This is an optimization exercise on Yosys and OpenROAD, whose aim is small area, a short achievable clock period and few clock cycles per item, not a production implementation. Power is estimated from default activity; no workload was simulated.

==> inputs of job 7870 <==
==> flow/design.v (excerpt) <==
module ex_mem_top #(
    parameter int DMEM_WORDS = 16
) (
    input  logic        clk_in,
    input  logic        reset,
    input  logic        rdy_in,
    input  logic [3:0]  issue_cmd,
    input  logic [31:0] issue_pc,
    input  logic [31:0] issue_rs1,
    input  logic [31:0] issue_rs2,
    input  logic [31:0] issue_imm,
    input  logic [4:0]  issue_rd,
    input  logic        issue_strobe,
    output logic        ex_busy,
    output logic [4:0]  wb_rd,
    output logic [31:0] wb_data,
    output logic        wb_strobe,
    output logic        branch_taken,
    output logic [31:0] branch_target
);
    localparam logic [3:0] C_ADD = 4'd0;
    localparam logic [3:0] C_SUB = 4'd1;
    localparam logic [3:0] C_AND = 4'd2;
    localparam logic [3:0] C_OR  = 4'd3;
    localparam logic [3:0] C_XOR = 4'd4;
    localparam logic [3:0] C_SLT = 4'd5;
    localparam logic [3:0] C_SLL = 4'd6;
    localparam logic [3:0] C_SRL = 4'd7;
    localparam logic [3:0] C_BEQ = 4'd8;
    localparam logic [3:0] C_BNE = 4'd9;
    localparam logic [3:0] C_LW  = 4'd10;
    localparam logic [3:0] C_SW  = 4'd11;
    assign ex_busy = !rdy_in;
    logic accept;
    assign accept = issue_strobe && rdy_in;
    logic        d_br, d_sll, d_shift, d_inv, d_sw, d_wb, d_taken;
    logic        d_and, d_or, d_logic;
    logic [31:0] d_rs1, d_a, d_b, d_g, d_p;
    logic [5:0]  d_addr;
    always_comb begin
        d_br    = (issue_cmd == C_BEQ) || (issue_cmd == C_BNE);
        d_sll   = (issue_cmd == C_SLL);
        d_shift = (issue_cmd == C_SLL) || (issue_cmd == C_SRL);
  ...
==> module ex_mem_top, before the edit <==
module ex_mem_top #(
    parameter int DMEM_WORDS = 16
) (
    input  logic        clk_in,
    input  logic        reset,
    input  logic        rdy_in,
    input  logic [3:0]  issue_cmd,
    input  logic [31:0] issue_pc,
    input  logic [31:0] issue_rs1,
    input  logic [31:0] issue_rs2,
    input  logic [31:0] issue_imm,
    input  logic [4:0]  issue_rd,
    input  logic        issue_strobe,
    output logic        ex_busy,
    output logic [4:0]  wb_rd,
    output logic [31:0] wb_data,
    output logic        wb_strobe,
    output logic        branch_taken,
    output logic [31:0] branch_target
);
    localparam logic [3:0] C_ADD = 4'd0;
    localparam logic [3:0] C_SUB = 4'd1;
    localparam logic [3:0] C_AND = 4'd2;
    localparam logic [3:0] C_OR  = 4'd3;
    localparam logic [3:0] C_XOR = 4'd4;
    localparam logic [3:0] C_SLT = 4'd5;
    localparam logic [3:0] C_SLL = 4'd6;
    localparam logic [3:0] C_SRL = 4'd7;
    localparam logic [3:0] C_BEQ = 4'd8;
    localparam logic [3:0] C_BNE = 4'd9;
    localparam logic [3:0] C_LW  = 4'd10;
    localparam logic [3:0] C_SW  = 4'd11;
    assign ex_busy = !rdy_in;
    logic accept;
    assign accept = issue_strobe && rdy_in;
    logic        d_br, d_sll, d_shift, d_inv, d_sw, d_wb, d_taken;
    logic        d_and, d_or, d_logic;
    logic [31:0] d_rs1, d_a, d_b, d_g, d_p;
    logic [5:0]  d_addr;
    always_comb begin
        d_br    = (issue_cmd == C_BEQ) || (issue_cmd == C_BNE);
        d_sll   = (issue_cmd == C_SLL);
        d_shift = (issue_cmd == C_SLL) || (issue_cmd == C_SRL);
        d_inv   = (issue_cmd == C_SUB) || (issue_cmd == C_SLT);
        d_sw    = (issue_cmd == C_SW);
        d_and   = (issue_cmd == C_AND);
        d_or    = (issue_cmd == C_OR);
        d_logic = d_and || d_or || (issue_cmd == C_XOR);
        d_wb    = (issue_cmd <= C_SRL) || (issue_cmd == C_LW);
        d_taken = ((issue_rs1 == issue_rs2) == (issue_cmd == C_BEQ)) && d_br;
        d_addr  = issue_rs1[5:0] + issue_imm[5:0];
        for (int i = 0; i < 32; i++) d_rs1[i] = d_sll ? issue_rs1[31-i] : issue_rs1[i];
        if (d_shift && issue_rs2[4]) d_rs1 = {16'd0, d_rs1[31:16]};
        if (d_shift && issue_rs2[3]) d_rs1 = {8'd0, d_rs1[31:8]};
        if (d_shift && issue_rs2[2]) d_rs1 = {4'd0, d_rs1[31:4]};
        d_a = d_br ? issue_pc : (d_sw ? 32'd0 : issue_rs1);
        d_b = d_br ? issue_imm : (d_inv ? ~issue_rs2 : issue_rs2);
        d_g = d_shift ? d_rs1 : (d_logic ? 32'd0 : (d_a & d_b));
        d_p = d_and ? (d_a & d_b) : (d_or ? (d_a | d_b) : (d_a ^ d_b));
    end
    logic        s_wb, s_br, s_sw;
    logic [31:0] s_g, s_p;
    logic        s_cin, s_g0;
    logic        s_sum, s_slt, s_srl, s_sll;
    logic [15:0] s_sel;
    logic [1:0]  s_sh;
    logic [4:0]  s_rd;
    always_ff @(posedge clk_in) begin
        if (reset) begin
            s_wb <= 1'b0;
            s_br <= 1'b0;
            s_sw <= 1'b0;
        end else begin
            s_wb <= accept && d_wb;
            s_br <= accept && d_taken;
            s_sw <= accept && d_sw;
        end
    end
    always_ff @(posedge clk_in) begin
        s_g   <= d_g;
        s_p   <= d_p;
        s_cin <= d_inv;
        s_g0  <= (d_a[0] ^ d_b[0]) ? d_inv : (d_a[0] && !d_logic);
        s_sum <= (issue_cmd == C_ADD) || (issue_cmd == C_SUB) || d_br || d_logic;
        s_slt <= (issue_cmd == C_SLT);
        s_srl <= (issue_cmd == C_SRL);
        s_sll <= d_sll;
        for (int w = 0; w < 16; w++)
            s_sel[w] <= (d_addr[5:2] == 4'(w)) && ((issue_cmd == C_LW) || d_sw);
        s_sh  <= issue_rs2[1:0];
        s_rd  <= issue_rd;
    end
    logic [31:0] dmem [DMEM_WORDS];
    logic [31:0] gn, pg, pp, ng, np, sum, sh, sh_rev, rdata, result;
    logic        lt;
    int          j;
    always_comb begin
        gn = s_g;
        pg = gn;
        pp = s_p;
        pg[0] = s_g0;
        for (int l = 0; l < 5; l++) begin
            ng = pg;
            np = pp;
            for (int i = 0; i < 32; i++) begin
                if ((i >> l) & 1) begin
                    j = ((i >> l) << l) - 1;
                    ng[i] = pg[i] | (pp[i] & pg[j]);
                    np[i] = pp[i] & pp[j];
                end
            end
            pg = ng;
            pp = np;
        end
        sum = s_p ^ {pg[30:0], s_cin};
        lt  = s_p[31] ? !pg[30] : s_g[31];
        sh  = s_g >> s_sh;
        for (int i = 0; i < 32; i++) sh_rev[i] = sh[31-i];
        rdata = '0;
        for (int w = 0; w < 16; w++) rdata = rdata | ({32{s_sel[w]}} & dmem[w]);
        result = ({32{s_sum}} & sum) | {31'd0, s_slt & lt} |
                 ({32{s_srl}} & sh) | ({32{s_sll}} & sh_rev) |
                 rdata;
    end
    always_ff @(posedge clk_in) begin
        for (int w = 0; w < 16; w++) begin
            if (s_sw && s_sel[w]) dmem[w] <= s_p;
        end
    end
    logic        pend_wb, pend_br;
    logic [31:0] res;
    logic [4:0]  res_rd;
    always_ff @(posedge clk_in) begin
        if (reset) begin
            wb_strobe    <= 1'b0;
            branch_taken <= 1'b0;
            pend_wb      <= 1'b0;
            pend_br      <= 1'b0;
        end else begin
            wb_strobe    <= rdy_in && (s_wb || pend_wb);
            branch_taken <= rdy_in && (s_br || pend_br);
            pend_wb      <= !rdy_in && (s_wb || pend_wb);
            pend_br      <= !rdy_in && (s_br || pend_br);
        end
    end
    always_ff @(posedge clk_in) begin
        if (s_wb || s_br) begin
            res    <= result;
            res_rd <= s_rd;
        end
    end
    assign wb_data       = res;
    assign branch_target = res;
    assign wb_rd         = res_rd;
endmodule
==> flow/config.mk <==
export PLATFORM = sky130hd
export DESIGN_NAME = ex_mem_top
export DESIGN_NICKNAME = ex_mem_top
export VERILOG_FILES = /design/flow/design.v
export SDC_FILE = /design/flow/constraint.sdc
export NUM_CORES = 4
export LEC_CHECK = 0
export CAP_MARGIN = 20
export CORE_MARGIN = 2
export CORE_UTILIZATION = 60
export CTS_BUF_LIST = sky130_fd_sc_hd__clkbuf_8
export CTS_CLUSTER_DIAMETER = 50
export CTS_CLUSTER_SIZE = 16
export SETUP_SLACK_MARGIN = 2.8
export SLEW_MARGIN = 20
export TNS_END_PERCENT = 100
==> flow/constraint.sdc <==
create_clock -name core_clock -period 5.0 [get_ports {clk_in}]
set_input_delay 1.0000 -clock core_clock [delete_from_list [all_inputs] [get_ports {clk_in}]]
set_output_delay 1.0000 -clock core_clock [all_outputs]
set_load 0.01 [all_outputs]
standard.sh (not shown) runs the stock make flow with config.mk's settings and CLKGATE_MAP_FILE= SYNTH_SCRIPT=/design/flow/synth_recipe.tcl, a recipe that flattens the netlist after the stock synthesis.
==> flow/flow/run.sh <==
#!/bin/bash
# Standard ORFS layout (the standard.sh, unchanged synthesis), with two
# make settings: the port buffers start as buf_1 (the resizer may still
# upsize them), and clock tree synthesis inserts no dummy loads.
set -euo pipefail
bash standard.sh \
  BUFFER_PORTS_ARGS="-buffer_cell sky130_fd_sc_hd__buf_1" \
  CTS_ARGS="-sink_clustering_enable -repair_clock_nets -sink_clustering_size 16 -sink_clustering_max_diameter 50 -buf_list sky130_fd_sc_hd__clkbuf_8 -dont_use_dummy_load" \
  MATCH_CELL_FOOTPRINT=0 \
  finish > standard_make.log 2>&1
==> job 7763: changes against job 7870 <==
--- a/flow/design.v
+++ b/flow/design.v
@@ -84,35 +84,27 @@
     logic accept;
     assign accept = issue_strobe && rdy_in;
-    logic        d_br, d_sll, d_shift, d_inv, d_sw, d_wb, d_taken;
-    logic        d_and, d_or, d_logic;
-    logic [31:0] d_rs1, d_a, d_b, d_g, d_p;
+    logic        d_br, d_sll, d_inv, d_wb, d_taken;
+    logic [31:0] rs1_rev;
     logic [5:0]  d_addr;
+    logic [3:0]  d_tt;
     always_comb begin
+        for (int i = 0; i < 32; i++) rs1_rev[i] = issue_rs1[31-i];
         d_br    = (issue_cmd == C_BEQ) || (issue_cmd == C_BNE);
         d_sll   = (issue_cmd == C_SLL);
-        d_shift = (issue_cmd == C_SLL) || (issue_cmd == C_SRL);
         d_inv   = (issue_cmd == C_SUB) || (issue_cmd == C_SLT);
-        d_sw    = (issue_cmd == C_SW);
-        d_and   = (issue_cmd == C_AND);
-        d_or    = (issue_cmd == C_OR);
-        d_logic = d_and || d_or || (issue_cmd == C_XOR);
         d_wb    = (issue_cmd <= C_SRL) || (issue_cmd == C_LW);
         d_taken = ((issue_rs1 == issue_rs2) == (issue_cmd == C_BEQ)) && d_br;
         d_addr  = issue_rs1[5:0] + issue_imm[5:0];
-        for (int i = 0; i < 32; i++) d_rs1[i] = d_sll ? issue_rs1[31-i] : issue_rs1[i];
-        if (d_shift && issue_rs2[4]) d_rs1 = {16'd0, d_rs1[31:16]};
-        if (d_shift && issue_rs2[3]) d_rs1 = {8'd0, d_rs1[31:8]};
-        if (d_shift && issue_rs2[2]) d_rs1 = {4'd0, d_rs1[31:4]};
-        d_a = d_br ? issue_pc : (d_sw ? 32'd0 : issue_rs1);
-        d_b = d_br ? issue_imm : (d_inv ? ~issue_rs2 : issue_rs2);
-        d_g = d_shift ? d_rs1 : (d_logic ? 32'd0 : (d_a & d_b));
-        d_p = d_and ? (d_a & d_b) : (d_or ? (d_a | d_b) : (d_a ^ d_b));
+        d_tt[0] = (issue_cmd == C_AND) || (issue_cmd == C_OR);
+        d_tt[1] = (issue_cmd == C_XOR) || (issue_cmd == C_OR);
+        d_tt[3:2] = 2'b00;
     end
     logic        s_wb, s_br, s_sw;
-    logic [31:0] s_g, s_p;
-    logic        s_cin, s_g0;
-    logic        s_sum, s_slt, s_srl, s_sll;
+    logic [31:0] s_a, s_b;
+    logic        s_cin;
+    logic [3:0]  s_tt;
+    logic        s_sum, s_slt, s_srl, s_sll, s_mem;
     logic [15:0] s_sel;
-    logic [1:0]  s_sh;
+    logic [4:0]  s_sh;
     logic [4:0]  s_rd;
     always_ff @(posedge clk_in) begin
@@ -124,33 +116,33 @@
             s_wb <= accept && d_wb;
             s_br <= accept && d_taken;
-            s_sw <= accept && d_sw;
+            s_sw <= accept && (issue_cmd == C_SW);
         end
     end
     always_ff @(posedge clk_in) begin
-        s_g   <= d_g;
-        s_p   <= d_p;
+        s_a   <= d_br ? issue_pc : (d_sll ? rs1_rev : issue_rs1);
+        s_b   <= d_br ? issue_imm : (d_inv ? ~issue_rs2 : issue_rs2);
         s_cin <= d_inv;
-        s_g0  <= (d_a[0] ^ d_b[0]) ? d_inv : (d_a[0] && !d_logic);
-        s_sum <= (issue_cmd == C_ADD) || (issue_cmd == C_SUB) || d_br || d_logic;
+        s_tt  <= d_tt;
+        s_sum <= (issue_cmd == C_ADD) || (issue_cmd == C_SUB) || d_br;
         s_slt <= (issue_cmd == C_SLT);
         s_srl <= (issue_cmd == C_SRL);
         s_sll <= d_sll;
-        for (int w = 0; w < 16; w++)
-            s_sel[w] <= (d_addr[5:2] == 4'(w)) && ((issue_cmd == C_LW) || d_sw);
-        s_sh  <= issue_rs2[1:0];
+        s_mem <= (issue_cmd == C_LW);
+        for (int w = 0; w < 16; w++) s_sel[w] <= (d_addr[5:2] == 4'(w));
+        s_sh  <= issue_rs2[4:0];
         s_rd  <= issue_rd;
     end
     logic [31:0] dmem [DMEM_WORDS];
-    logic [31:0] gn, pg, pp, ng, np, sum, sh, sh_rev, rdata, result;
+    logic [31:0] sum, lg, sh, sh_rev, rdata, result;
+    logic [31:0] pr, gn, pg, pp, ng, np;
+    int          j;
     logic        lt;
-    int          j;
     always_comb begin
-        gn = s_g;
-        pg = gn;
-        pp = s_p;
-        pg[0] = s_g0;
+        pr  = s_a ^ s_b;
+        gn  = s_a & s_b;
+        pg = gn; pp = pr;
+        pg[0] = gn[0] | (pr[0] & s_cin);
         for (int l = 0; l < 5; l++) begin
-            ng = pg;
-            np = pp;
+            ng = pg; np = pp;
             for (int i = 0; i < 32; i++) begin
                 if ((i >> l) & 1) begin
@@ -160,20 +152,20 @@
                 end
             end
-            pg = ng;
-            pp = np;
+            pg = ng; pp = np;
         end
-        sum = s_p ^ {pg[30:0], s_cin};
-        lt  = s_p[31] ? !pg[30] : s_g[31];
-        sh  = s_g >> s_sh;
+        sum = pr ^ {pg[30:0], s_cin};
+        lg  = ({32{s_tt[0]}} & gn) | ({32{s_tt[1]}} & pr);
+        lt  = (s_a[31] == s_b[31]) ? s_a[31] : sum[31];
+        sh  = s_a >> s_sh;
         for (int i = 0; i < 32; i++) sh_rev[i] = sh[31-i];
-        rdata = '0;
+        rdata  = '0;
         for (int w = 0; w < 16; w++) rdata = rdata | ({32{s_sel[w]}} & dmem[w]);
-        result = ({32{s_sum}} & sum) | {31'd0, s_slt & lt} |
+        result = ({32{s_sum}} & sum) | lg | {31'd0, s_slt & lt} |
                  ({32{s_srl}} & sh) | ({32{s_sll}} & sh_rev) |
-                 rdata;
+                 ({32{s_mem}} & rdata);
     end
     always_ff @(posedge clk_in) begin
         for (int w = 0; w < 16; w++) begin
-            if (s_sw && s_sel[w]) dmem[w] <= s_p;
+            if (s_sw && s_sel[w]) dmem[w] <= s_b;
         end
     end
==> flow/run.sh (new file) <==
#!/bin/bash
# synth_recipe.tcl (not shown) runs the flow's synth.tcl, then flattens the netlist and writes it again
# the make line also repeats each setting of config.mk as NAME=value (left out here)
make -C /OpenROAD-flow-scripts/flow DESIGN_CONFIG=/design/flow/config.mk WORK_HOME=/design/flow/orfs CLKGATE_MAP_FILE= SYNTH_SCRIPT=/design/flow/synth_recipe.tcl finish
- ABC_CLOCK_PERIOD_IN_PS: not set -> 2500
- CORE_UTILIZATION: 60 -> 40
- CTS_BUF_LIST: sky130_fd_sc_hd__clkbuf_8 -> not set
- CTS_CLUSTER_DIAMETER: 50 -> not set
- CTS_CLUSTER_SIZE: 16 -> not set
- SETUP_SLACK_MARGIN: 2.8 -> 2.7
removed: flow/flow/run.sh
removed: flow/standard.sh
==> notes <==
In job 7870 the final area is smaller than in job 7763, by 2.3%.
Of job 7870 and job 7763, job 7763 has the higher die area (gap about 30%, measured against job 7763).
Against job 7763, the worst hold slack of job 7870 is worse by 0.031 ns.
Between job 7763 and job 7870, the lower utilization is in job 7763 (gap 20 points).
In job 7870 the power is lower than in job 7763, by about 20%.
Against job 7763, the clock-buffer cell count of job 7870 is lower by 36.
Against job 7763, the sequential power of job 7870 is higher by about 3%.
Non-clock buffer count: job 7870 is higher than job 7763 (43).
No run of this note included a check of the RTL's function; only the layout flow was run.

==> what the ideal ports hide <==
In the flow no input, the clock included, has a driving cell. The finished layouts below were timed again as built, in two steps.
Step 1, drivers: a clkbuf_16 drives clk_in and a buf_2 each remaining input, both assumed.
Step 2 moves the port delays by t, midway between the first and last clock arrival at a register: inputs arrive t later, outputs are due t later. That takes back most of the time a late clock gives input paths.
a / b / c = no drivers / after step 1 / after step 2; a / b = the first two.
| run | shift t [ns] | setup WS [ns] | worst setup path after step 2 | pins driven straight from the clock port |
|---|---|---|---|---|
| job 7870 | 0.705 | 2.270 / 2.270 / 1.973 | input to register | 1 |
| job 7763 | 0.678 | 1.723 / 1.723 / 1.723 | register to register | 1 |
After both steps every run listed still meets setup and hold. For job 7870, which loses most, drivers alone change the setup slack by 0.000 ns; drivers and shift together by -0.297 ns.
